Context: an optimization exercise on an open-source flow, tuned for small area, a short achievable clock period and few clock cycles. The choices shown serve that exercise and are no tape-out recipe.
RTL that was checked went through simulation tests only; none was proved equivalent to the original.
The flow treats the clock pin as an ideal source. Dropping or thinning the clock tree relies on that and would not hold on a real chip.
Power is estimated from default activity; no workload was simulated.

// substring_position_search
module substring_position_search #(
  parameter int MAX_PATTERN = sps_pkg::MAX_PATTERN_DEF,
  parameter int MAX_TEXT    = sps_pkg::MAX_TEXT_DEF
) (
  input  wire logic                          clk_i,
  input  wire logic                          rst_ni,
  input  wire logic                          cfg_we_i,
  input  wire logic [sps_pkg::CFG_IDX_W-1:0] cfg_idx_i,
  input  wire logic [sps_pkg::CFG_W-1:0]     cfg_data_i,
  input  wire logic                          text_valid_i,
  output logic                               text_ready_o,
  input  wire logic                          text_cmd_i,
  input  wire logic [sps_pkg::BYTE_W-1:0]    text_byte_i,
  output logic                               result_valid_o,
  input  wire logic                          result_ready_i,
  output logic                               result_found_o,
  output logic [sps_pkg::POS_W-1:0]          result_position_o,
  output logic [sps_pkg::STATUS_W-1:0]       result_status_o
);
  localparam int CNT_W  = $clog2(MAX_TEXT + 1);
  localparam int POS_W  = sps_pkg::POS_W;
  localparam int LEN_W  = sps_pkg::LEN_W;
  localparam int BYTE_W = sps_pkg::BYTE_W;
  logic [sps_pkg::CFG_W-1:0] pat_low_q, pat_high_q;
  logic                      pat_low_set_q, pat_high_set_q;
  logic [LEN_W-1:0]          len_q;
  logic                      backward_q;
  logic [POS_W-1:0]          bound_q;
  logic                   s0_valid_q;
  logic                   s0_end_q;
  logic [BYTE_W-1:0]      s0_byte_q;
  ...
Size: about 780 cells after synthesis, roughly 100 I/O pins, about 10000 sq um of cells after synthesis.
Settings: LEC_CHECK=0, ABC_CLOCK_PERIOD_IN_PS=2000, CAP_MARGIN=20, CORE_MARGIN=2, CORE_UTILIZATION=60, SETUP_SLACK_MARGIN=3.8, SLEW_MARGIN=20; clock period 6.0 ns.
standard.sh (not shown) runs the stock make flow with config.mk's settings and CLKGATE_MAP_FILE= SYNTH_SCRIPT=/design/flow/synth_recipe.tcl, a recipe that flattens the netlist after the stock synthesis.
==> flow/flow/run.sh <==
#!/bin/bash
set -e
export BUFFER_PORTS_ARGS="-buffer_cell sky130_fd_sc_hd__buf_1"
export PRE_CTS_TCL="$PWD/flow/pre_cts.tcl"
export MTREE_LEAVES=9
bash standard.sh > standard.log 2>&1
==> flow/flow/pre_cts.tcl <==
# Replace TritonCTS with a hand-built two-level clock tree (mtree.tcl): a root
# buffer driving K leaf buffers, each leaf at the centre of a balanced cluster
# of flip-flops. The rest of the CTS step (legalisation, timing repair) runs
# as usual.
source [file join [file dirname [info script]] mtree.tcl]
mtree_build $::env(MTREE_LEAVES) sky130_fd_sc_hd__clkbuf_16 sky130_fd_sc_hd__clkbuf_16
rename clock_tree_synthesis __tritoncts
proc clock_tree_synthesis {args} { puts "clock tree built by mtree.tcl; TritonCTS not run" }
set_propagated_clock [all_clocks]
Other scripts of this flow, unchanged in this note and not shown: flow/flow/mtree.tcl
Testbench counts at the start, summed over its fixed seeds: cycles 176,684.
Change:
==> flow/flow/run.sh (replaced) <==
#!/bin/bash
set -e
export BUFFER_PORTS_ARGS="-buffer_cell sky130_fd_sc_hd__buf_1"
export PRE_CTS_TCL="$PWD/flow/pre_cts.tcl"
export MTREE_LEAVES=10
bash standard.sh > standard.log 2>&1
- CORE_UTILIZATION: 60 -> 40
- CTS_CLUSTER_DIAMETER: not set -> 100
- CTS_CLUSTER_SIZE: not set -> 20
Effect: The new run completed without violations. Power came out higher by 1.5%. Fmax went up by 2.6%. Worst setup slack gets better by 0.056 ns. Clock skew is lower by 0.016 ns. Synthesized area is unchanged. Design area rose by 2.6%. Cell count rises by 11%. Synthesized cell count is unchanged.
Change:
- SETUP_SLACK_MARGIN: 3.8 -> 3.7
=> Core utilization came out lower by 0.89 points. Die area is unchanged. Power came out lower by a few percent. Cell area came out lower slightly. Global-route usage came out lower by 0.27 points. Worst hold slack got worse by 0.0042 ns. Routed wire length came out lower by a few percent. Clock skew came out higher by 0.0064 ns. Via count came out lower slightly. Setup slack got worse by 0.095 ns. Area after synthesis does not change.
Change:
- CAP_MARGIN: 20 -> 10
- CORE_UTILIZATION: 40 -> 50
- CTS_CLUSTER_DIAMETER: 100 -> not set
- CTS_CLUSTER_SIZE: 20 -> not set
- SETUP_SLACK_MARGIN: 3.7 -> 3.8
- SLEW_MARGIN: 20 -> 10
After rerunning: Register-to-register slack improves by 0.06 ns; sequential power is about the same; design area rises by 0.61%; sequential share of layout area drops by 0.29 points; first-iteration DRC count decreases by 2.5%.
No run of this note takes its clock network from TritonCTS; it comes from the design's own scripts or RTL.

* * *

== oak ==
substring_position_search again, from the RTL that the note above started with.
clock: 6.0 ns
lec_check: 0
abc_clock_period_in_ps: 2000
cap_margin: 20
core_margin: 2
core_utilization: 50
setup_slack_margin: 3.8
slew_margin: 20
==> flow/flow/run.sh <==
#!/bin/bash
set -e
export BUFFER_PORTS_ARGS="-buffer_cell sky130_fd_sc_hd__buf_1"
export PRE_CTS_TCL="$PWD/flow/pre_cts.tcl"
export MTREE_LEAVES=10
bash standard.sh > standard.log 2>&1
==> flow/flow/pre_cts.tcl <==
# Before the clock tree: give the control inputs that fan out to many register
# enables a stronger port buffer than the buf_1 used on every port.
set block [ord::get_db_block]
foreach p {cfg_we_i cfg_idx_i[0] cfg_idx_i[1] cfg_idx_i[2] text_valid_i text_cmd_i result_ready_i} {
  set bt [$block findBTerm $p]
  if {$bt eq "NULL"} continue
  foreach it [[$bt getNet] getITerms] {
    set inst [$it getInst]
    if {[string match *buf_1 [[$inst getMaster] getName]]} {
      replace_cell [$inst getName] sky130_fd_sc_hd__buf_4
    }
  }
}
# Replace TritonCTS with a hand-built two-level clock tree (mtree.tcl): a root
# buffer driving K leaf buffers, each leaf at the centre of a balanced cluster
# of flip-flops. The rest of the CTS step (legalisation, timing repair) runs
# as usual.
source [file join [file dirname [info script]] mtree.tcl]
mtree_build $::env(MTREE_LEAVES) sky130_fd_sc_hd__clkbuf_16 sky130_fd_sc_hd__clkbuf_16
rename clock_tree_synthesis __tritoncts
proc clock_tree_synthesis {args} { puts "clock tree built by mtree.tcl; TritonCTS not run" }
set_propagated_clock [all_clocks]
Other scripts of this flow, unchanged in this note and not shown: flow/flow/mtree.tcl
oak reached the final stage; the timing, design-rule and antenna checks on its layout passed.
Testbench counts of oak, summed over its fixed seeds: cycles 176,684.
Input-level comparison between pine and oak:
- SETUP_SLACK_MARGIN changed from 3.8 to 4.1
- CTS_CLUSTER_SIZE newly set to 20
- CTS_CLUSTER_DIAMETER newly set to 100
- CORE_UTILIZATION changed from 50 to 40
==> flow/flow/pre_cts.tcl <==
# Replace TritonCTS with a hand-built two-level clock tree (mtree.tcl): a root
# buffer driving K leaf buffers, each leaf at the centre of a balanced cluster
# of flip-flops. The rest of the CTS step (legalisation, timing repair) runs
# as usual.
source [file join [file dirname [info script]] mtree.tcl]
mtree_build $::env(MTREE_LEAVES) sky130_fd_sc_hd__clkbuf_16 sky130_fd_sc_hd__clkbuf_16
rename clock_tree_synthesis __tritoncts
proc clock_tree_synthesis {args} { puts "clock tree built by mtree.tcl; TritonCTS not run" }
set_propagated_clock [all_clocks]
### Flow results
Taking oak as the reference, in pine switching share of power rose by 0.56 points, fill cell total of the finished layout rose by 32%, non-filler instance count after layout rose by 98, wire length rose by about 8%, critical path depth in cells rose by 1. What pine reported for post-layout instance area has to be multiplied by 0.923 to get the figure for oak.
The inputs of birch differ from those of pine as listed below.
- swapping 40 for 50 in CORE_UTILIZATION
- swapping 4.1 for 3.8 in SETUP_SLACK_MARGIN
- clearing CTS_CLUSTER_DIAMETER, which used to be 100
- clearing CTS_CLUSTER_SIZE, which used to be 20
==> flow/flow/run.sh <==
#!/bin/bash
set -e
export BUFFER_PORTS_ARGS="-buffer_cell sky130_fd_sc_hd__buf_1"
export PRE_CTS_TCL="$PWD/flow/pre_cts.tcl"
export MTREE_LEAVES=9
bash standard.sh > standard.log 2>&1
Findings:
Cmp birch vs pine: total length of routed wires lower in birch. [birch] cell area fell about 8% relative to pine. Looking at kind of critical path, the primary input to flop result is from birch; the flop to flop one comes from pine. In the tables for pine and birch, smallest hold slack reads lower with pine. Higher global-route usage over all layers goes to birch over pine.
Edits applied to the flow inputs when going from birch to maple:
- CTS_CLUSTER_SIZE newly set to 20
- CTS_CLUSTER_DIAMETER newly set to 100
- SETUP_SLACK_MARGIN changed from 3.8 to 3.95
- CORE_UTILIZATION changed from 50 to 40
==> flow/flow/run.sh <==
#!/bin/bash
set -e
export BUFFER_PORTS_ARGS="-buffer_cell sky130_fd_sc_hd__buf_1"
export PRE_CTS_TCL="$PWD/flow/pre_cts.tcl"
export MTREE_LEAVES=10
bash standard.sh > standard.log 2>&1
==> summary.txt <==
- When maple is measured against birch, its static leakage turns out 5.5% higher.
- Summary of maple over birch: sequential power share went down 2.6 points; share of power burned in combinational logic shows an increase of 2.0 points; hold slack shrank by 0.0037 ns; die footprint rose about 24%; final cell area excluding filler cells went up.
- Launching element of the worst setup path: pos_q[1] -> maple, cfg_idx_i[1] -> birch
- Clock power share in maple is 0.6 points above birch.
- Relative to birch, met2 track demand over resource has gone down in maple.
- maple reports its capturing instance or port of the critical path as result_position_o[1] while birch reports pat_high_q[10].
Inputs modified between maple and cedar:
- CTS_CLUSTER_SIZE: 20 -> unset
- SETUP_SLACK_MARGIN: 3.95 -> 3.8
- CTS_CLUSTER_DIAMETER: 100 -> unset
==> flow/flow/run.sh <==
#!/bin/bash
set -e
export BUFFER_PORTS_ARGS="-buffer_cell sky130_fd_sc_hd__buf_1"
export PRE_CTS_TCL="$PWD/flow/pre_cts.tcl"
export MTREE_LEAVES=9
bash standard.sh > standard.log 2>&1
--- outcome ---
Power (cedar over maple): decrease, 160 uW
Of maple and cedar, the run reporting the higher via count was maple.
Looking at global placer's final weighted congestion, cedar sits 7.8% lower than maple does.
Part of the total power dissipated in the clock network ends up higher on maple.
Looking at slew at the pin closest to its max-slew limit, cedar sits 0.0048 ns below maple.
Delta (cedar minus maple): via count of the first global-routing pass shows a reduction of about 6.6%, wire length of the first global-routing pass shows a reduction of 2.6 mm, part of the power in combinational logic shows a reduction of 1.6 points, fraction of layout cells with a size suffix above 1 shows a reduction of 5.6 points.
No run of this note takes its clock network from TritonCTS; it comes from the design's own scripts or RTL.

* * *

Setup of lane 1:
Another version of the RTL of substring_position_search (not shown whole).
Size: roughly 100 I/O pins.
==> flow/config.mk <==
export PLATFORM = sky130hd
export DESIGN_NAME = substring_position_search
export DESIGN_NICKNAME = substring_position_search
export VERILOG_FILES = /design/flow/design.v
export SDC_FILE = /design/flow/constraint.sdc
export NUM_CORES = 4
export LEC_CHECK = 0
export ABC_CLOCK_PERIOD_IN_PS = 2000
export CAP_MARGIN = 20
export CORE_MARGIN = 2
export CORE_UTILIZATION = 40
export CTS_CLUSTER_DIAMETER = 100
export CTS_CLUSTER_SIZE = 20
export SETUP_SLACK_MARGIN = 3.8
export SLEW_MARGIN = 20
==> flow/constraint.sdc <==
create_clock -name core_clock -period 6.0 [get_ports {clk_i}]
set_input_delay 1.2000 -clock core_clock [delete_from_list [all_inputs] [get_ports {clk_i}]]
set_output_delay 1.2000 -clock core_clock [all_outputs]
set_load 0.01 [all_outputs]
==> flow/flow/run.sh <==
#!/bin/bash
set -e
export BUFFER_PORTS_ARGS="-buffer_cell sky130_fd_sc_hd__buf_1"
export PRE_CTS_TCL="$PWD/flow/pre_cts.tcl"
export MTREE_LEAVES=10
export MTREE_ROOTS=2
bash standard.sh > standard.log 2>&1
==> flow/flow/pre_cts.tcl <==
# Replace TritonCTS with a hand-built two-level clock tree (mtree.tcl): R root
# buffers fed by the clock port, driving K leaf buffers, each leaf at the centre of a balanced cluster
# of flip-flops. The rest of the CTS step (legalisation, timing repair) runs
# as usual.
source [file join [file dirname [info script]] mtree.tcl]
mtree_build $::env(MTREE_LEAVES) sky130_fd_sc_hd__clkbuf_16 sky130_fd_sc_hd__clkbuf_16 $::env(MTREE_ROOTS)
rename clock_tree_synthesis __tritoncts
proc clock_tree_synthesis {args} { puts "clock tree built by mtree.tcl; TritonCTS not run" }
set_propagated_clock [all_clocks]
Other scripts of this flow, unchanged in this note and not shown: flow/flow/mtree.tcl
Here is what was changed in the inputs of lane 2 compared with lane 1.
Settings: CTS_CLUSTER_SIZE no longer set, was 20; CTS_CLUSTER_DIAMETER no longer set, was 100.
diff --git a/flow/flow/run.sh b/flow/flow/run.sh
--- a/flow/flow/run.sh
+++ b/flow/flow/run.sh
@@ -5,2 +5,2 @@
-export MTREE_LEAVES=10
-export MTREE_ROOTS=2
+export MTREE_LEAVES=12
+export MTREE_ROOTS=4
Lane 1 → lane 2: wire length on met3 rose about 15%; critical path depth went down 1.
Comparing number of global-route vias before repair for lane 1 and lane 2, the bigger number came from lane 2.
The logic gate share of total power number comes out higher for lane 1 vs lane 2.
Lane 2 against lane 1: final core area utilization increased 0.74 points, final layout net count higher.
No functional check of the RTL was part of any run of this note. In every run of this note, the design's own scripts or RTL, not TritonCTS, make the clock network.

* * *

The RTL this note starts from:
==> flow/design.v <==
`default_nettype none
package sps_pkg;
  localparam int MAX_PATTERN_DEF = 16;
  localparam int MAX_TEXT_DEF    = 65536;
  localparam int POS_W     = 16;
  localparam int LEN_W     = 5;
  localparam int CFG_W     = 64;
  localparam int CFG_IDX_W = 3;
  localparam int STATUS_W  = 2;
  localparam int BYTE_W    = 8;
  localparam logic CMD_TEXT = 1'b0;
  localparam logic CMD_END  = 1'b1;
  typedef enum logic [CFG_IDX_W-1:0] {
    CFG_PATTERN_LOW    = 3'd0,
    CFG_PATTERN_HIGH   = 3'd1,
    CFG_PATTERN_LENGTH = 3'd2,
    CFG_SEARCH_BACK    = 3'd3,
    CFG_BOUND_POSITION = 3'd4
  } cfg_idx_e;
  typedef enum logic [STATUS_W-1:0] {
    STATUS_OK        = 2'd0,
    STATUS_BOUND_ERR = 2'd1,
    STATUS_TOO_LONG  = 2'd2
  } status_e;
endpackage
`default_nettype wire
`default_nettype none
module substring_position_search #(
  parameter int MAX_PATTERN = sps_pkg::MAX_PATTERN_DEF,
  parameter int MAX_TEXT    = sps_pkg::MAX_TEXT_DEF
) (
  input  wire logic                          clk_i,
  input  wire logic                          rst_ni,
  input  wire logic                          cfg_we_i,
  input  wire logic [sps_pkg::CFG_IDX_W-1:0] cfg_idx_i,
  input  wire logic [sps_pkg::CFG_W-1:0]     cfg_data_i,
  input  wire logic                          text_valid_i,
  output logic                               text_ready_o,
  input  wire logic                          text_cmd_i,
  input  wire logic [sps_pkg::BYTE_W-1:0]    text_byte_i,
  output logic                               result_valid_o,
  input  wire logic                          result_ready_i,
  output logic                               result_found_o,
  output logic [sps_pkg::POS_W-1:0]          result_position_o,
  output logic [sps_pkg::STATUS_W-1:0]       result_status_o
);
  localparam int CNT_W  = $clog2(MAX_TEXT + 1);
  localparam int POS_W  = sps_pkg::POS_W;
  localparam int LEN_W  = sps_pkg::LEN_W;
  localparam int BYTE_W = sps_pkg::BYTE_W;
  logic [sps_pkg::CFG_W-1:0] pat_low_q, pat_high_q;
  logic [LEN_W-1:0]          pat_len_q;
  logic                      backward_q;
  logic [POS_W-1:0]          bound_q;
  logic [MAX_PATTERN-1:0] pm_q;         
  logic [CNT_W-1:0]       count_q;      
  logic                   overflow_q;
  logic                   byte_q;       
  logic                   end_q;        
  logic                   ge_q;         
  logic                   cond_q;       
  logic                   e_empty_q, e_ovf_q, e_back_q, e_len0_q;
  logic                   match_valid_q;
  logic [POS_W-1:0]       match_start_q;
  logic                         out_valid_q;
  logic                         found_q;
  logic [POS_W-1:0]             position_q;
  logic [sps_pkg::STATUS_W-1:0] status_q;
  logic                         ready_q;
  logic                 in_xfer, byte_xfer, end_xfer, byte_adv;
  logic [2*sps_pkg::CFG_W-1:0] pattern;
  logic [LEN_W-1:0]     len_eff;
  logic                 len0;
  logic [MAX_PATTERN-1:0] eq;
  logic                 ge_now;
  logic                 pat_low_set_q, pat_high_set_q;
  logic                 byte_zero;
  logic                 hit, take, hold, load;
  logic [LEN_W:0]       start_lo;
  logic [POS_W-LEN_W-1:0] start_hi, start_hi_m1;
  logic [POS_W-1:0]     start_pos;
  logic                 res_found;
  logic [POS_W-1:0]     res_pos;
  logic [sps_pkg::STATUS_W-1:0] res_status;
  assign in_xfer   = text_valid_i && ready_q;
  assign byte_xfer = in_xfer && (text_cmd_i == sps_pkg::CMD_TEXT);
  assign end_xfer  = in_xfer && (text_cmd_i == sps_pkg::CMD_END);
  assign byte_adv  = byte_xfer && !overflow_q && !count_q[CNT_W-1];
  assign pattern = {pat_high_q, pat_low_q};
  assign len_eff = (pat_len_q > LEN_W'(MAX_PATTERN)) ? LEN_W'(MAX_PATTERN) : pat_len_q;
  assign len0    = (pat_len_q == '0);
  assign byte_zero = (text_byte_i == '0);
  always_comb begin
    for (int j = 0; j < MAX_PATTERN; j++) begin
      if ((j < 8) ? pat_low_set_q : pat_high_set_q) begin
        eq[j] = (pattern[BYTE_W*j +: BYTE_W] == text_byte_i);
      end else begin
        eq[j] = byte_zero;
      end
    end
  end
  assign ge_now = ge_q || (count_q == CNT_W'(bound_q));
  always_comb begin
    hit = 1'b0;
    for (int l = 1; l <= MAX_PATTERN; l++) begin
      if (len_eff == LEN_W'(l)) hit = pm_q[l-1];
    end
  end
  assign start_lo    = {1'b0, count_q[LEN_W-1:0]} - {1'b0, len_eff};
  assign start_hi    = count_q[POS_W-1:LEN_W];
  assign start_hi_m1 = count_q[POS_W-1:LEN_W] - 1'b1;
  assign start_pos   = {start_lo[LEN_W] ? start_hi_m1 : start_hi, start_lo[LEN_W-1:0]};
  assign take = byte_q && hit && (backward_q ? !cond_q : !match_valid_q);
  assign hold = end_q && out_valid_q && !result_ready_i;
  assign load = end_q && !hold;
  always_comb begin
    res_found  = 1'b0;
    res_status = sps_pkg::STATUS_OK;
    if (e_ovf_q) begin
      res_status = sps_pkg::STATUS_TOO_LONG;
    end else if (e_back_q) begin
      if (e_empty_q) begin
        res_found = e_len0_q;
      end else if (!cond_q) begin
        res_status = sps_pkg::STATUS_BOUND_ERR;
      end else begin
        res_found = e_len0_q || match_valid_q;
      end
    end else begin
      res_found = e_len0_q || match_valid_q;
    end
  end
  assign res_pos = (res_found && !(e_back_q && e_empty_q)) ? match_start_q : '0;
  always_ff @(posedge clk_i) begin
    if (cfg_we_i && cfg_idx_i == sps_pkg::CFG_PATTERN_LOW)  pat_low_q  <= cfg_data_i;
    if (cfg_we_i && cfg_idx_i == sps_pkg::CFG_PATTERN_HIGH) pat_high_q <= cfg_data_i;
  end
  always_ff @(posedge clk_i or negedge rst_ni) begin
    if (!rst_ni) begin
      pat_low_set_q  <= 1'b0;
      pat_high_set_q <= 1'b0;
      pat_len_q      <= '0;
      backward_q     <= 1'b0;
      bound_q        <= '0;
    end else if (cfg_we_i) begin
      case (cfg_idx_i)
        sps_pkg::CFG_PATTERN_LOW:    pat_low_set_q  <= 1'b1;
        sps_pkg::CFG_PATTERN_HIGH:   pat_high_set_q <= 1'b1;
        sps_pkg::CFG_PATTERN_LENGTH: pat_len_q  <= cfg_data_i[LEN_W-1:0];
        sps_pkg::CFG_SEARCH_BACK:    backward_q <= cfg_data_i[0];
        sps_pkg::CFG_BOUND_POSITION: bound_q    <= cfg_data_i[POS_W-1:0];
        default: ;
      endcase
    end
  end
  always_ff @(posedge clk_i or negedge rst_ni) begin
    if (!rst_ni) begin
      pm_q       <= '0;
      count_q    <= '0;
      overflow_q <= 1'b0;
      ge_q       <= 1'b0;
    end else if (end_xfer) begin
      pm_q       <= '0;
      count_q    <= '0;
      overflow_q <= 1'b0;
      ge_q       <= 1'b0;
    end else if (byte_xfer && !overflow_q) begin
      if (count_q[CNT_W-1]) begin
        overflow_q <= 1'b1;
      end else begin
        pm_q    <= {pm_q[MAX_PATTERN-2:0], backward_q || ge_now} & eq;
        count_q <= count_q + CNT_W'(1);
        ge_q    <= ge_now;
      end
    end
  end
  always_ff @(posedge clk_i or negedge rst_ni) begin
    if (!rst_ni) begin
      byte_q <= 1'b0;
      end_q  <= 1'b0;
    end else begin
      byte_q <= byte_adv;
      end_q  <= end_xfer || hold;
    end
  end
  always_ff @(posedge clk_i) begin
    if (in_xfer) begin
      cond_q <= ge_q;
    end
    if (end_xfer) begin
      e_empty_q <= (count_q == '0);
      e_ovf_q   <= overflow_q;
      e_back_q  <= backward_q;
      e_len0_q  <= len0;
    end
  end
  always_ff @(posedge clk_i or negedge rst_ni) begin
    if (!rst_ni) begin
      match_valid_q <= 1'b0;
    end else if (load) begin
      match_valid_q <= 1'b0;
    end else if (take) begin
      match_valid_q <= 1'b1;
    end
  end
  always_ff @(posedge clk_i) begin
    if (end_xfer && len0) begin
      match_start_q <= bound_q;
    end else if (take) begin
      match_start_q <= start_pos;
    end
  end
  always_ff @(posedge clk_i or negedge rst_ni) begin
    if (!rst_ni) begin
      out_valid_q <= 1'b0;
    end else begin
      out_valid_q <= load || (out_valid_q && !result_ready_i);
    end
  end
  always_ff @(posedge clk_i) begin
    if (load) begin
      found_q    <= res_found;
      position_q <= res_pos;
      status_q   <= res_status;
    end
  end
  always_ff @(posedge clk_i or negedge rst_ni) begin
    if (!rst_ni) begin
      ready_q <= 1'b0;
    end else begin
      ready_q <= !((end_xfer || hold) && (load || (out_valid_q && !result_ready_i)));
    end
  end
  assign text_ready_o      = ready_q;
  assign result_valid_o    = out_valid_q;
  assign result_found_o    = found_q;
  assign result_position_o = position_q;
  assign result_status_o   = status_q;
endmodule
`default_nettype wire
export LEC_CHECK = 0
export ABC_CLOCK_PERIOD_IN_PS = 2000
export CAP_MARGIN = 20
export CORE_MARGIN = 2
export CORE_UTILIZATION = 40
export SETUP_SLACK_MARGIN = 3.8
export SLEW_MARGIN = 20
create_clock -name core_clock -period 6.0 [get_ports {clk_i}]
==> flow/flow/run.sh <==
#!/bin/bash
set -e
export BUFFER_PORTS_ARGS="-buffer_cell sky130_fd_sc_hd__buf_2"
bash standard.sh > standard.log 2>&1
The first run produced a clean layout.
Testbench counts at the start, summed over its fixed seeds: cycles 176,128.
Then changed:
==> flow/flow/run.sh (replaced) <==
#!/bin/bash
set -e
export BUFFER_PORTS_ARGS="-buffer_cell sky130_fd_sc_hd__buf_1"
bash standard.sh > standard.log 2>&1
Settings changed: CORE_UTILIZATION 40 to 65, CTS_CLUSTER_DIAMETER set to 100, CTS_CLUSTER_SIZE set to 20, PLACE_DENSITY set to 0.75.
- clock power went down by 36%
- final cell count came out lower by 7.3%
- design area goes down by 0.99%
- area after synthesis is unchanged
- power drops by 12%
Then changed:
Settings changed: CORE_UTILIZATION 65 to 40, PLACE_DENSITY 0.75 to unset.
Result: Clock power rose by about 2%. Cell area hardly moves. Cell count goes up by 9.5%. Area after synthesis is unchanged. Setup slack loses 0.0094 ns. Power is lower by about 0.8%. Sequential share of layout area stays flat.

## re-timing with driven ports
In the flow no input, the clock included, has a driving cell. The finished layouts below were timed again as built, in two steps. Step 1 sets driving cells, clkbuf_16 on the clock port and buf_2 on the other inputs (assumed; they add their load-dependent delay and slew). Step 2, shift: input delay + t, output delay - t, t = (earliest + latest rising clock arrival at the registers) / 2. This alone moves slack from input paths to output paths. a / b / c = no drivers / after step 1 / after step 2; a / b = the first two.
run | t (ns) | setup WS [ns] | hold WS [ns] | latest minus earliest clock arrival (ns) | worst slew at a driven data input, ns
the first run of note 1 | 0.438 | 3.805 / 3.812 / 3.374 | 0.471 / 0.471 / 0.471 | 0.036 / 0.036 | 0.04
the second run of note 1 | 0.459 | 3.861 / 3.821 / 3.445 | 0.463 / 0.463 / 0.463 | 0.027 / 0.028 | 0.05
the third run of note 1 | 0.451 | 3.766 / 3.751 / 3.337 | 0.458 / 0.458 / 0.458 | 0.028 / 0.028 | 0.05
the fourth run of note 1 | 0.458 | 3.825 / 3.828 / 3.384 | 0.461 / 0.461 / 0.461 | 0.030 / 0.029 | 0.04
oak | 0.446 | 3.849 / 3.825 / 3.422 | 0.467 / 0.467 / 0.467 | 0.032 / 0.031 | 0.05
pine | 0.456 | 3.857 / 3.835 / 3.542 | 0.457 / 0.457 / 0.457 | 0.042 / 0.043 | 0.07
birch | 0.447 | 3.842 / 3.833 / 3.417 | 0.464 / 0.464 / 0.464 | 0.028 / 0.028 | 0.04
maple | 0.461 | 3.813 / 3.765 / 3.540 | 0.460 / 0.460 / 0.460 | 0.040 / 0.039 | 0.06
cedar | 0.443 | 3.864 / 3.833 / 3.449 | 0.463 / 0.463 / 0.463 | 0.023 / 0.022 | 0.06
lane 1 | 0.398 | 3.773 / 3.773 / 3.485 | 0.496 / 0.496 / 0.496 | 0.026 / 0.026 | 0.05
lane 2 | 0.384 | 3.764 / 3.764 / 3.515 | 0.481 / 0.481 / 0.481 | 0.037 / 0.037 | 0.05
the first run of note 4 | 0.571 | 3.742 / 3.696 / 3.327 | 0.474 / 0.474 / 0.474 | 0.013 / 0.012 | 0.05
the second run of note 4 | 0.518 | 3.805 / 3.770 / 3.293 | 0.476 / 0.476 / 0.476 | 0.022 / 0.021 | 0.04
the third run of note 4 | 0.528 | 3.795 / 3.749 / 3.288 | 0.454 / 0.454 / 0.454 | 0.021 / 0.021 | 0.05
After both steps setup and hold are still met in every run listed. For the second run of note 4, which loses most, drivers alone change the setup slack by -0.035 ns; drivers and shift together by -0.512 ns.
